This design comes from an exercise in tuning for small area on the open sky130 flow, not from production work.
Where RTL was checked, it was by simulation tests only, not by an equivalence proof against the original.
The RTL of run 1 was laid out without a check of its function.
Power and IR drop assume default switching activity.

==> flow/design.v <==
`default_nettype none
module infix_expression_evaluator #(
	parameter int STACK_DEPTH = 16,
	parameter int VALUE_WIDTH = 32
) (
	input  wire logic        clk,
	input  wire logic        arst_n,
	input  wire logic        start,
	output logic             busy,
	input  wire logic [7:0]  symbol,
	input  wire logic        last,
	output logic             done,
	output logic [31:0]      value,
	output logic [1:0]       status
);
	localparam int ND = 28;   
	localparam int NO = 15;   
	localparam logic [2:0] P_ADD = 3'b000, P_SUB = 3'b001, P_MUL = 3'b100, P_DIV = 3'b101,
	                       P_OPEN = 3'b010, P_CLOSE = 3'b011, P_FIN = 3'b110, P_NOP = 3'b111;
	localparam logic [1:0] E_OK = 2'd0, E_BAD = 2'd1, E_DIVZ = 2'd2, E_STACK = 2'd3;
	localparam logic [4:0] S_IDLE = 5'd0, S_ACC = 5'd1, S_OPR = 5'd2, S_PRE = 5'd3,
	                       S_EMIT = 5'd4, S_M1 = 5'd5, S_A1 = 5'd6, S_M2 = 5'd7,
	                       S_ZC = 5'd8, S_IT = 5'd9, S_FS = 5'd10, S_M3 = 5'd11,
	                       S_A2 = 5'd12, S_RF = 5'd13, S_POP = 5'd14, S_POP2 = 5'd15,
	                       S_PW = 5'd16;
	logic [4:0]  state;
	logic [4:0]  ph;             
	logic [3:0]  pho;            
	logic [4:0]  cnt_d, cnt_o;   
	logic [1:0]  err;
	logic [2:0]  pend, top_o, sec_o;
	logic        lastq, neg;
	logic [4:0]  k;              
	logic [15:0] Xa, Xb, Ya, Yb, Ra, Rb;
	logic        R32;            
	logic        rsave, ysave, cf, qbit;
	logic [ND*16-1:0] ring;
	logic [NO*3-1:0]  oring;
	wire        h    = ph[0];
	wire [15:0] tap  = ring[ND*16-1 -: 16];
	wire [2:0]  otap = oring[NO*3-1 -: 3];
	wire is_dig = (symbol >= 8'd48) && (symbol <= 8'd57);
	logic       is_op;
	logic [2:0] sym_code;
	always_comb begin
		is_op = 1'b1;
		sym_code = P_ADD;
		case (symbol)
			8'd43: sym_code = P_ADD;
			8'd45: sym_code = P_SUB;
			8'd42: sym_code = P_MUL;
			8'd47: sym_code = P_DIV;
			8'd40: sym_code = P_OPEN;
			8'd41: sym_code = P_CLOSE;
			default: is_op = 1'b0;
		endcase
	end
	wire d_at = (ph[4:1] == cnt_d[3:0]);             
	wire o_at = (pho == 4'(cnt_o[3:0] - 4'd2));      
	wire d_empty = (cnt_d == 5'd0);
	wire d_lt2   = (cnt_d < 5'd2);
	wire d_full  = (cnt_d == 5'd16);
	wire o_empty = (cnt_o == 5'd0);
	wire o_lt2   = (cnt_o < 5'd2);
	wire o_full  = (cnt_o == 5'd16);
	assign busy = (state != S_IDLE) || h;
	wire acc = start && !busy;
	wire op_mul = (top_o == P_MUL);
	wire op_div = (top_o == P_DIV);
	wire op_sub = (top_o == P_SUB);
	wire klast  = (k == 5'd31);
	wire X31 = h ? Xa[15] : Xb[15];
	wire Y31 = h ? Ya[15] : Yb[15];
	logic        c, m, inv, cin;
	wire  [15:0] Ah = {Ra[14:0], h ? rsave : c};
	wire  [15:0] Bh = (Xa & {16{m}}) ^ {16{inv}};
	wire  [16:0] Th = {1'b0, Ah} + {1'b0, Bh} + 17'(h ? cf : cin);
	wire         T32 = Ra[15] ^ (Xa[15] & m) ^ inv ^ Th[16];    
	always_comb begin
		c = 1'b0; m = 1'b1; inv = 1'b0; cin = 1'b0;
		case (state)
			S_A1: begin inv = X31; cin = X31; end
			S_ZC: begin inv = !X31; cin = !X31; end
			S_A2: begin inv = neg; cin = neg; end
			default: begin  
				if (op_mul) begin
					m = Y31;
				end else if (op_div) begin
					c = Y31;
					inv = !(R32 ^ X31);
					cin = inv;
				end else begin
					c = Y31 ^ op_sub;
					m = klast;
					cin = op_sub & klast;
				end
			end
		endcase
	end
	logic [4:0] state_n;
	logic [4:0] cnt_d_n, cnt_o_n;
	logic [1:0] err_n;
	logic [2:0] pend_n;
	logic       lastq_n;
	logic       wr_d, opush, opop, osec;
	logic       red, push, pop, fin_now, cdone;
	logic       x_y, y_r, y_sh, y_tap, r_zero, r_dig, r_sum;
	always_comb begin
		state_n = state;
		cnt_d_n = cnt_d;
		cnt_o_n = cnt_o;
		err_n   = err;
		pend_n  = pend;
		lastq_n = lastq;
		wr_d = 1'b0; opush = 1'b0; opop = 1'b0; osec = 1'b0;
		x_y = 1'b0; y_r = 1'b0; y_sh = 1'b0; y_tap = 1'b0;
		r_zero = 1'b0; r_dig = 1'b0; r_sum = 1'b0;
		done = 1'b0;
		red = 1'b0; push = 1'b0; pop = 1'b0; fin_now = 1'b0; cdone = 1'b0;
		case (state)
			S_IDLE: if (acc) begin
				state_n = S_ACC;
				lastq_n = last;
				pend_n = P_NOP;
				if (err != E_OK) begin
				end else if (is_dig) begin
					if (d_full) err_n = E_STACK;
					else begin
						pend_n = P_FIN;
						x_y = 1'b1;
						y_r = 1'b1;
						r_dig = 1'b1;
					end
				end else if (is_op) begin
					pend_n = sym_code;
				end else err_n = E_BAD;
			end
			S_ACC: begin
				case (pend)
					P_FIN: begin
						x_y = 1'b1;
						y_r = 1'b1;
						r_dig = 1'b1;
						if (!d_lt2) state_n = S_PW;
						else begin
							cnt_d_n = cnt_d + 5'd1;
							state_n = lastq ? S_OPR : S_IDLE;
						end
					end
					P_NOP: state_n = lastq ? S_PRE : S_IDLE;
					default: state_n = S_OPR;
				endcase
			end
			S_PW: begin
				if (d_at) begin
					wr_d = 1'b1;
					if (h) begin
						cnt_d_n = cnt_d + 5'd1;
						state_n = lastq ? S_OPR : S_IDLE;
					end
				end
			end
			S_OPR: if (h) begin
				case (pend)
					P_ADD, P_SUB: if (!o_empty && top_o != P_OPEN) red = 1'b1; else push = 1'b1;
					P_MUL, P_DIV: if (!o_empty && top_o[2]) red = 1'b1; else push = 1'b1;
					P_OPEN: push = 1'b1;
					P_CLOSE: begin
						if (o_empty) err_n = E_STACK;
						else if (top_o != P_OPEN) red = 1'b1;
						else begin pop = 1'b1; pend_n = P_NOP; end
					end
					P_NOP: cdone = 1'b1;
					default: begin  
						if (o_empty) fin_now = 1'b1;
						else if (top_o != P_OPEN) red = 1'b1;
						else pop = 1'b1;
					end
				endcase
				if (o_empty && pend == P_CLOSE) begin
					state_n = lastq ? S_PRE : S_IDLE;
				end else if (fin_now) begin
					if (d_empty) err_n = E_STACK;
					state_n = S_PRE;
				end else if (pop) begin
					state_n = S_POP;
				end else if (red) begin
					if (d_lt2) begin
						err_n = E_STACK;
						state_n = lastq ? S_PRE : S_IDLE;
					end else state_n = S_M1;
				end else if (push) begin
					if (o_full) begin
						err_n = E_STACK;
						state_n = lastq ? S_PRE : S_IDLE;
					end else if (o_lt2 || o_at) begin
						opush = 1'b1;
						cnt_o_n = cnt_o + 5'd1;
						cdone = 1'b1;
					end
				end
				if (cdone) begin
					if (lastq) pend_n = P_FIN;
					else state_n = S_IDLE;
				end
			end
			S_POP: if (h) begin
				opop = 1'b1;
				cnt_o_n = cnt_o - 5'd1;
				state_n = S_POP2;
			end
			S_POP2: if (h && (o_lt2 || o_at)) begin
				osec = 1'b1;
				state_n = S_OPR;
			end
			S_M1: begin
				x_y = 1'b1;
				y_r = 1'b1;
				r_zero = 1'b1;
				if (h) begin
					cnt_d_n = cnt_d - 5'd1;
					state_n = op_div ? S_A1 : S_IT;
				end
			end
			S_A1: begin
				r_sum = 1'b1;
				if (h) state_n = S_M2;
			end
			S_M2: begin
				x_y = 1'b1;
				y_r = 1'b1;
				r_zero = 1'b1;
				if (h) state_n = S_ZC;
			end
			S_ZC: if (h) begin
				if (!T32) begin
					err_n = E_DIVZ;
					state_n = lastq ? S_PRE : S_IDLE;
				end else state_n = S_IT;
			end
			S_IT: begin
				r_sum = 1'b1;
				y_sh = 1'b1;
				if (h && klast) state_n = op_div ? S_FS : S_RF;
			end
			S_FS: begin
				y_sh = 1'b1;
				if (h) state_n = S_M3;
			end
			S_M3: begin
				x_y = 1'b1;
				r_zero = 1'b1;
				if (h) state_n = S_A2;
			end
			S_A2: begin
				r_sum = 1'b1;
				if (h) state_n = S_RF;
			end
			S_RF: begin
				if (d_lt2) begin
					if (h) state_n = S_POP;
				end else if (d_at) begin
					y_tap = 1'b1;
					if (h) state_n = S_POP;
				end
			end
			S_PRE: begin
				r_zero = (err != E_OK);
				if (h) state_n = S_EMIT;
			end
			S_EMIT: begin
				done = !h;
				if (h) begin
					cnt_d_n = 5'd0;
					cnt_o_n = 5'd0;
					err_n = E_OK;
					state_n = S_IDLE;
				end
			end
			default: state_n = S_IDLE;
		endcase
	end
	always_ff @(posedge clk or negedge arst_n) begin
		if (!arst_n) begin
			state <= S_IDLE;
			ph    <= 5'd4;
			pho   <= 4'd0;
			cnt_d <= 5'd0;
			cnt_o <= 5'd0;
			err   <= E_OK;
		end else begin
			state <= state_n;
			ph    <= (ph == 5'd31) ? 5'd4 : ph + 5'd1;
			pho   <= (pho == 4'(NO-1)) ? 4'd0 : pho + 4'd1;
			cnt_d <= cnt_d_n;
			cnt_o <= cnt_o_n;
			err   <= err_n;
		end
	end
	always_ff @(posedge clk) begin
		pend  <= pend_n;
		lastq <= lastq_n;
		if (h && state == S_A1) neg <= X31;
		else if (h && state == S_ZC) neg <= neg ^ X31;
		if (state != S_IT) k <= 5'd0;
		else if (h) k <= k + 5'd1;
		if (opush) begin
			top_o <= pend;
			sec_o <= top_o;
		end else begin
			if (opop) top_o <= sec_o;
			if (osec) sec_o <= otap;
		end
		cf    <= Th[16];
		rsave <= Ra[15];
		ysave <= Ya[15];
		if (h && state == S_IT) qbit <= !T32;
		if (h && r_sum) R32 <= T32;
		else if (r_zero) R32 <= 1'b0;
		Xa <= Xb;
		Ya <= Yb;
		Ra <= Rb;
		Xb <= x_y ? Ya : Xa;
		if (y_r) Yb <= Ra;
		else if (y_tap) Yb <= tap;
		else if (y_sh) Yb <= {Ya[14:0], h ? ysave : qbit};
		else Yb <= Ya;
		if (r_dig) Rb <= h ? 16'd0 : {12'd0, symbol[3:0]};
		else if (r_zero) Rb <= 16'd0;
		else if (r_sum) Rb <= Th[15:0];
		else Rb <= Ra;
		ring  <= {ring[(ND-1)*16-1:0], wr_d ? Xa : tap};
		oring <= {oring[(NO-1)*3-1:0], (opush && !o_lt2) ? sec_o : otap};
	end
	assign value  = {Rb, Ra};
	assign status = err;
endmodule
`default_nettype wire
==> flow/flow/run.sh <==
#!/bin/bash
# Layout flow: the standard flow (standard.sh, unchanged synthesis) with
# two settings passed through the environment:
#  - clock tree synthesis without dummy loads, with sink clusters of up to
#    20 flip-flops within 45 um, driven by clkbuf_8 cells;
#  - port buffers of the smallest buffer cell.
# The full output goes to standard.log in the work folder.
export CTS_ARGS="-sink_clustering_enable -repair_clock_nets -dont_use_dummy_load -sink_clustering_size 20 -sink_clustering_max_diameter 45 -buf_list sky130_fd_sc_hd__clkbuf_8"
export BUFFER_PORTS_ARGS="-buffer_cell sky130_fd_sc_hd__buf_1"
bash standard.sh > standard.log 2>&1
==> flow/standard.sh <==
#!/bin/bash
# synth_recipe.tcl (not shown) runs the flow's synth.tcl, then flattens the netlist and writes it again
# the make line also repeats each setting of config.mk as NAME=value (left out here)
make -C /OpenROAD-flow-scripts/flow DESIGN_CONFIG=/design/flow/config.mk WORK_HOME=/design/flow/orfs CLKGATE_MAP_FILE= SYNTH_SCRIPT=/design/flow/synth_recipe.tcl "${@:-finish}"
==> flow/config.mk <==
export PLATFORM = sky130hd
export DESIGN_NAME = infix_expression_evaluator
export DESIGN_NICKNAME = infix_expression_evaluator
export VERILOG_FILES = /design/flow/design.v
export SDC_FILE = /design/flow/constraint.sdc
export NUM_CORES = 4
export LEC_CHECK = 0
export CAP_MARGIN = 20
export CORE_MARGIN = 2
export CORE_UTILIZATION = 55
export SLEW_MARGIN = 20
==> flow/constraint.sdc <==
create_clock -name core_clock -period 9.0 [get_ports {clk}]
set_input_delay 1.8000 -clock core_clock [delete_from_list [all_inputs] [get_ports {clk}]]
set_output_delay 1.8000 -clock core_clock [all_outputs]
set_load 0.01 [all_outputs]
==> qor.yml, run 1 <==
outcome:
  status: "timing/DRC/antenna clean"
clocking:
  clockBufferDepth: 3
  cts.sinks: 636
  cts_resized: 0
  clk_pin_slew_ns: 0.10
  clkLatencyLatePin_ns: 0.63
  postCtsSetupRepairBufs: 0
  cts_made_buffers: 46
  clock-root-buffer: "clkbuf_8"
  cts_tree: "yes"
  postCtsHoldBufs: 0
  ctsHtreeMaxLevel: 2
worst_setup_path:
  cp-startpoint: "state[2]$_DFFE_PN0P_"
  critPathBufInv: 2
  cp_data_arrival_time_ns: 5.32
  reg2reg_slack_ns: 4.07
  path_cells: "nor3b_2 > and2_1 > a2111oi_2 > or2_1 > buf_4 > xnor2_1 > fa_1 > inv_1 > fa_1 > a211oi_1 > o21ai_1 > a21boi_0 > or3_1 > and3_2 > mux2i_2 > a31oi_1"
  worstPathRequired_ns: 9.39
  crit_type: "reg -> reg"
  cp_max_fo: 25
  slowest_stage: "dfrtp_1"
  crit_family: "simple AND/OR/NAND/NOR gates"
  critPathMostFrequentCell: "fa_1"
  crit_path_end_kind: "flop"
  setup.worst_path.start_class: "flop"
  cp_slowest_stage_delay_ns: 0.89
  timing.rr.start: "state[2]$_DFFE_PN0P_"
global_route:
  grt_usage_pct: 18.4
  first_global_vias: 9093
  grt_overflow: 0
  grt_antenna_before_repair: 0
  grt_pass1_wl_um: 48500
  grt_max_degree: 36
drt:
  ant_nets: 0
  vias_per_cell: 5.10
  route.detailed.drc: 0
  wl_per_cell_um: 16.5
  via_count: 9230
  dr.first_iter.drc_count: 470
  dr.pass1.iters: 5
  wl_um: 29900
timing:
  period_share_pct: 54.8
  finalSetupViolations: 0
  timing.final.ws_setup_ns: 4.07
  slew_viol_final: 0
  skew_ns: 0.106
  rsz0062_at_grt: "false"
  tightest_slew_ns: 1.00
  period_needed_ns: 4.93
  fmax_ghz: 0.203
  hold_viol_final: 0
  relSlewSlack_pct: 33.1
  fin_hold_ws_ns: 0.265
  finalSetupTns_ns: 0
synth:
  synth_xor_area_share_pct: 2.77
  synth_edf_count: 13
  synth-main-ff-cell: "dfxtp_1"
  postSynthCellCount: 1343
  synth_cell_types: 84
  ys_seq_area_share_pct: 73.5
  syn_nets: 1385
  synth_compound_area_share_pct: 7.90
  yosys.area_share.simple_pct: 7.53
  synth.avg_cell_area_um2: 13.2
  syn_area_um2: 17700
  async_reset_ff_share_pct: 4.09
  synth_fa_ha_area_share_pct: 2.35
  synth_top_family_by_area: "compound AO/OA/AOI/OAI gates"
  ys_ff_latch: 636
  synth_warnings: 1
  synth_mux_area_share_pct: 4.17
final_layout:
  nFillCells: 2563
  drive_gt1_share_pct: 8.53
  design_area_um2: 18800
  diodes: 0
  design.final.nets: 1451
  fin_cells: 1809
  final_util_pct: 59.5
  syn_to_final_growth_pct: 6.50
placed_design:
  dp_slack_ns: 4.13
  routabilityCongestion: 0.872
  place_area_um2: 18200
  post-place-cells: 1763
  portBuffers: 47
  dpl.hpwl_um: 19400
floorplanning:
  die-area_um2: 33600
  core_area_um2: 31600
  initial_utilization_pct: 55.9
  fp-row-count: 65
  die_height_um: 183
  die_w_um: 183
  io-pin-count: 48
pwr:
  finalPower_mw: 5.55
  p_per_area_nw_per_um2: 295
  p_leak_nw: 7.73
  peakVddDrop_mv: 0.193
job:
  drv_cap: 0
worst_hold_path:
  hold_class: "reg -> reg"
  worstHoldStart: "ring[399]$_DFF_P_"
## Yosys cell counts, types with 4 or more instances
master | instances | share of area [%]
fa_1 | 4 | 0.45
nor4_1 | 5 | 0.18
o21a_1 | 7 | 0.30
nand3_1 | 16 | 0.45
or4_1 | 4 | 0.17
buf_2 | 6 | 0.17
nand2b_1 | 12 | 0.42
dfrtp_1 | 25 | 3.5
inv_1 | 18 | 0.38
o2111ai_1 | 4 | 0.20
or3_1 | 4 | 0.14
mux2_2 | 32 | 2.0
a21oi_1 | 43 | 1.2
a31oi_1 | 7 | 0.25
clkbuf_1 | 22 | 0.47
mux2_1 | 10 | 0.64
a211oi_1 | 9 | 0.38
nor2_1 | 61 | 1.3
a21o_1 | 15 | 0.64
nand2_1 | 117 | 2.5
nor2b_1 | 6 | 0.21
o31ai_1 | 13 | 0.55
o21ai_1 | 15 | 0.42
mux2i_1 | 25 | 1.4
clkbuf_8 | 8 | 0.62
dfxtp_1 | 597 | 68
or2_2 | 5 | 0.18
edfxtp_1 | 13 | 2.2
and3_1 | 6 | 0.21
ha_1 | 26 | 1.8
nor3_1 | 16 | 0.45
xnor2_1 | 19 | 0.94
nand4_1 | 4 | 0.14
xor2_1 | 29 | 1.4
and2_1 | 5 | 0.18
o21ai_0 | 62 | 1.8
## layer usage
layer  track usage, %  vias to the layer above  share of wire [%]
li1                 -                     4646                  -
met2             27.7                      162                 43
met3             3.99                       70                4.7
met1             25.8                     4352                 49
met5                0                        -                  0
met4             7.71                        0                3.5
## sequential cells by signal, summed over array words and instances (netlist names), 4 cells and up
name / count
Xa: 16
state: 5
cnt_o: 5
ph: 5
k: 5
Xb: 16
cnt_d: 5
oring: 45
pho: 4
Ya: 16
Rb: 16
Yb: 16
ring: 448
Ra: 16
## worst register-to-register path, delay by kind of cell, from the launching register on
family / cells / cell delay [ns]
AOI/OAI and AO/OA: 5 / 1.08
xor gates and xnor gates: 1 / 0.15
adders and majority gates: 2 / 0.63
buffers and inverters: 2 / 0.37
DFF: 1 / 0.89
muxes: 1 / 0.27
and+or+nand+nor: 5 / 1.32
## power by group
group | internal, mW | leakage (nW) | total (mW) | switching (mW)
clock network | 0.458 | 0.331 | 1.23 | 0.771
logic | 0.434 | 2.15 | 1.07 | 0.632
registers | 3.04 | 5.25 | 3.26 | 0.214
total | 3.93 | 7.73 | 5.55 | 1.62
## final cells by class
type | count | area [µm²] | area share (%)
Clock buffer | 46 | 633 | 3.36
Inverter | 18 | 67.6 | 0.359
Sequential cell | 636 | 13000 | 69.0
Tap cell | 402 | 503 | 2.67
Timing Repair Buffer | 59 | 267 | 1.41
Multi-Input combinational cell | 648 | 4380 | 23.2
## cell usage in the layout, fill, tap and decap left out, types with 26 or more instances in the layout
cell / netlist / routed
xor2_1: 29 / 29
nor2_1: 61 / 61
o21ai_0: 62 / 61
nand2_1: 117 / 117
clkbuf_8: 8 / 46
ha_1: 26 / 26
dfxtp_1: 597 / 597
a21oi_1: 43 / 43
mux2_2: 32 / 32
buf_1: 3 / 47
## final timing paths
| path | to | cells past startpoint |
|---|---|---|
| setup / recovery | err[0]$_DFFE_PN0P_ | 16 |
| hold / removal | ring[415]$_DFF_P_ | 0 |
| min in group asynchronous | state[2]$_DFFE_PN0P_ | 2 |
| max in group asynchronous | ph[2]$_DFF_PN1_ | 2 |
| setup reg to reg | err[0]$_DFFE_PN0P_ | 16 |
| hold reg to reg | ring[415]$_DFF_P_ | 0 |
## cells by family after synthesis
logic type | Yosys count
buf+inv | 59
mux | 68
fa+ha+maj | 31
xor+xnor | 51
compound gates | 216
simple gates | 282
flops | 636
==> run 2: changes to the inputs <==
--- a/flow/design.v
+++ b/flow/design.v
@@ -76,3 +76,12 @@
 	wire  [15:0] Bh = (Xa & {16{m}}) ^ {16{inv}};
-	wire  [16:0] Th = {1'b0, Ah} + {1'b0, Bh} + 17'(h ? cf : cin);
+	logic [16:0] Th;
+	logic [16:0] cy;
+	always_comb begin
+		cy[0] = h ? cf : cin;
+		for (int i = 0; i < 16; i++) begin
+			Th[i] = Ah[i] ^ Bh[i] ^ cy[i];
+			cy[i+1] = (Ah[i] & Bh[i]) | (cy[i] & (Ah[i] ^ Bh[i]));
+		end
+		Th[16] = cy[16];
+	end
 	wire         T32 = Ra[15] ^ (Xa[15] & m) ^ inv ^ Th[16];    
==> run 2 against run 1 <==
  * Via count fell by 6.6%
  * Non-clock buffer count increased by 9
  * Area after synthesis down 3.2%
  * Sequential power barely moved
  * Hold slack better by 0.024 ns
  * Synthesized cell count is 6.9% lower
  * Largest power group unchanged
==> qor.yml, run 2 <==
pwr:
  pwr-share-seq_pct: 55.1  # -3.6 points
  p_leak_nw: 7.53  # -2.6%
  p_comb_share_pct: 23.4  # +4.2 points
  switching_share_pct: 30.4  # +1.3 points
  peakVddDrop_mv: 0.193  # -0.21%
  p_sw_mw: 1.78  # +10%
  internal_power_mw: 4.08  # +3.8%
  pwr-share-clk_pct: 21.4  # -0.7 points
  finalPower_mw: 5.87  # +5.7%
  p_per_area_nw_per_um2: 318  # +7.8%
placed_design:
  dpl.hpwl_um: 19200  # -1.3%
  portBuffers: 47  # unchanged
  place_area_um2: 17800  # -2.3%
  routabilityCongestion: 0.883  # +1.3%
  dp_slack_ns: 0.266  # -3.87 ns
  post-place-cells: 1676  # -4.9%
synth:
  async_reset_ff_share_pct: 4.09  # unchanged
  synth_common_cells: "597 x dfxtp_1, 82 x nand2_1, 60 x nor2_1"
  synth_mux_area_share_pct: 4.42  # +0.26 points
  synth.avg_cell_area_um2: 13.7  # +3.9%
  synth_fa_ha_area_share_pct: 2.97  # +0.62 points
  synth_cell_types: 74  # -12%
  syn_nets: 1292  # -6.7%
  ys_seq_area_share_pct: 75.9  # +2.4 points
  synth_warnings: 1  # unchanged
  synth-main-ff-cell: "dfxtp_1"
  ys_ff_latch: 636  # unchanged
  synth.largest_area_cell: "dfxtp_1"
  syn_area_um2: 17100  # -3.2%
  yosys.area_share.simple_pct: 6.24  # -1.3 points
  synth_most_common_cell: "dfxtp_1"
  synth_compound_area_share_pct: 6.48  # -1.4 points
  synth_xor_area_share_pct: 2.32  # -0.45 points
  synth.top_cell.area_share_pct: 69.8  # +2.2 points
  synth_edf_count: 13  # unchanged
  postSynthCellCount: 1251  # -6.9%
  synthTopCellsByArea: "dfxtp_1 70%, dfrtp_1 3.7%, mux2_2 2.8%"
  synth_top_family_by_area: "compound AO/OA/AOI/OAI gates"
final_layout:
  fin_cells: 1724  # -4.7%
  drive_gt1_share_pct: 9.79  # +1.3 points
  largest_reg_flops: 448  # unchanged
  mostFrequentLayoutCells: "597 x dfxtp_1, 82 x nand2_1, 60 x nor2_1"
  layout_commonest_cell: "dfxtp_1"
  syn_to_final_growth_pct: 7.85
  diodes: 0  # unchanged
  regMostFlops: "ring"
  top_regs: "ring: 448 flops, oring: 45 flops"
  final_util_pct: 60.4  # +0.82 points
  design.final.nets: 1371  # -5.5%
  design_area_um2: 18500  # -2.0%
global_route:
  first_global_vias: 8549  # -6.0%
  grt_pass1_wl_um: 47300  # -2.5%
  grt_overflow: 0  # unchanged
  grt_usage_pct: 18.4  # +0.023 points
  grt_antenna_before_repair: 2  # +2
  grt_max_degree: 32  # -11%
timing:
  tightest_slew_ns: 1.00  # -0.000247 ns
  period_needed_ns: 8.67  # +3.74 ns
  hold_viol_final: 0  # unchanged
  rsz0062_at_grt: "true"
  skew_ns: 0.0841  # -0.0223 ns
  fmax_ghz: 0.115  # -43%
  relSlewSlack_pct: 33.3  # +0.16 points
  slew_viol_final: 0  # unchanged
  finalSetupViolations: 0  # unchanged
  timing.final.ws_setup_ns: 0.329  # -3.74 ns
  period_share_pct: 96.3  # +42 points
  fin_hold_ws_ns: 0.289  # +0.0240 ns
  finalSetupTns_ns: 0  # unchanged
clocking:
  cts_tree: "yes"
  clock-root-buffer: "clkbuf_8"
  cts_made_buffers: 47  # +2.2%
  clkLatencyLatePin_ns: 0.62  # about the same
  ctsHtreeMaxLevel: 2  # unchanged
  clockBufferDepth: 3  # unchanged
  clk_pin_slew_ns: 0.11  # about the same
  cts.sinks: 636  # unchanged
floorplanning:
  die-area_um2: 32600  # -3.1%
  die_height_um: 180  # -1.6%
  io-pin-count: 48  # unchanged
  die_w_um: 180  # -1.6%
  fp-row-count: 64  # -1.5%
  initial_utilization_pct: 56.0  # +0.057 points
  core_area_um2: 30600  # -3.3%
worst_setup_path:
  crit_type: "reg -> reg"
  worstPathRequired_ns: 9.47  # +0.08 ns
  setup.worst_path.start_class: "flop"
  cp_max_fo: 7  # -72%
  crit_path_end_kind: "flop"
  ff2ff_path_depth: 26  # +10
  cp_data_arrival_time_ns: 9.14  # +3.82 ns
outcome:
  status: "timing/DRC/antenna clean"
drt:
  via_count: 8623  # -6.6%
  wl_per_cell_um: 17.0  # +3.0%
  vias_per_cell: 5.00  # -2.0%
  dr.first_iter.drc_count: 540  # +15%
  route.detailed.drc: 0  # unchanged
  dr.pass1.iters: 5  # unchanged
  wl_um: 29300  # -1.8%
  ant_nets: 0  # unchanged
worst_hold_path:
  holdPathStages: 0  # unchanged
  hold_class: "reg -> reg"
job:
  drv_cap: 0  # unchanged
## run 2: cell types whose count changed in the layout (fill, tap and decap cells not counted), moves of 8 or more
| cell | before | now |
|---|---|---|
| ha_1 | 26 | 10 |
| o31ai_1 | 13 | 4 |
| a21o_1 | 15 | 7 |
| buf_4 | 12 | 21 |
| fa_1 | 4 | 18 |
| inv_1 | 18 | 34 |
| o21ai_1 | 15 | 2 |
| mux2_1 | 10 | 0 |
| o211ai_1 | 3 | 13 |
| mux2_2 | 32 | 42 |
| xor2_1 | 29 | 14 |
| nand2_1 | 117 | 82 |
## run 2: path summary, 6_finish.rpt
check | from | to | slack [ns]
min reg2reg | Yb[1]$_DFF_P_ | Ya[1]$_DFF_P_ | 0.29
min | Yb[1]$_DFF_P_ | Ya[1]$_DFF_P_ | 0.29
max | ph[0]$_DFF_PN0_ | state[0]$_DFFE_PN0P_ | 0.33
max reg2reg | ph[0]$_DFF_PN0_ | state[0]$_DFFE_PN0P_ | 0.33
max in group asynchronous | arst_n | ph[2]$_DFF_PN1_ | 7.26
min in group asynchronous | arst_n | cnt_d[0]$_DFFE_PN0P_ | 1.09
## run 2: cell type report
type | count | area (µm²)
clock buffers | 47 | 647
fillers | 2471 | 12100
inverters | 34 | 128
multi-input cells | 543 | 3870
flip-flops and latches | 636 | 13000
well taps | 396 | 495
repair buffers | 68 | 334
## run 2: layer usage
layer	track usage [%]	part of all wire [%]	routed length, µm
met1	26.5	49	14400
met2	27.6	42	12400
met3	3.42	4.2	1230
met4	7.68	4.2	1230
met5	0	0	0
## run 2: power groups by stage
stage	Sequential, mW	Combinational, mW	Clock (mW)
floorplan	3.25	0.967	0
global placement	3.30	1.38	0
detailed placement	3.30	1.36	0
CTS	3.24	1.37	1.30
global route	3.27	1.54	1.40
finish	3.23	1.38	1.26
## run 2: cell families (layout without fill, tap and decap cells)
logic type / after synthesis / after routing
AO/OA/AOI/OAI: 174 / 174
AND/OR/NAND/NOR: 227 / 227
adder cells (fa/ha/maj): 30 / 30
XOR/XNOR: 42 / 42
multiplexers: 70 / 70
flip-flops: 636 / 636
buffers and inverters: 72 / 149
## run 2: critical path, stage by stage (launching register included)
cell and delay (ns):
dfrtp_1 0.41, mux2i_2 0.35, xor2_2 0.23, mux2_2 0.19, a311o_1 0.16, o21ai_0 0.11, fa_1 0.40, fa_1 0.39
fa_1 0.39, fa_1 0.39, fa_1 0.38, fa_1 0.39, fa_1 0.39, fa_1 0.39, fa_1 0.41, fa_1 0.40
fa_1 0.39, fa_1 0.41, fa_1 0.39, fa_1 0.39, fa_1 0.38, inv_1 0.08, fa_1 0.20, xnor2_1 0.13
xnor3_2 0.36, o32a_1 0.22, a311oi_1 0.25
## run 2: what timing repair did
| action | 4_1_cts | 5_1_grt |
|---|---|---|
| hold buffers | 0 | 0 |
| resized for setup | 0 | 4 |
| setup endpoints to repair | 0 | 5 |
| setup buffers | 0 | 1 |

==> what the ideal ports hide <==
How much do the figures lean on ideal ports? The routed layouts below were timed once more, with nothing changed but the port constraints.
Step 1 assumes that a clkbuf_16 drives the clock port and a buf_2 every other input.
Step 2 adds t to the input delays and takes it off the output delays; t is the mean of the earliest and latest rising clock arrival at the registers after step 1. Input paths then give back, and output paths get back, about the clock's delay inside the block.
a / b / c = ideal ports / drivers / drivers and shift; a / b = the first two.
| run | t, ns | setup WS [ns] | worst setup path after step 2 | latest minus earliest clock arrival (ns) |
|---|---|---|---|---|
| run 1 | 0.625 | 4.070 / 4.070 / 4.070 | register to register | 0.109 / 0.109 |
| run 2 | 0.627 | 0.329 / 0.329 / 0.329 | register to register | 0.085 / 0.085 |
After both steps setup and hold are still met in every run listed.
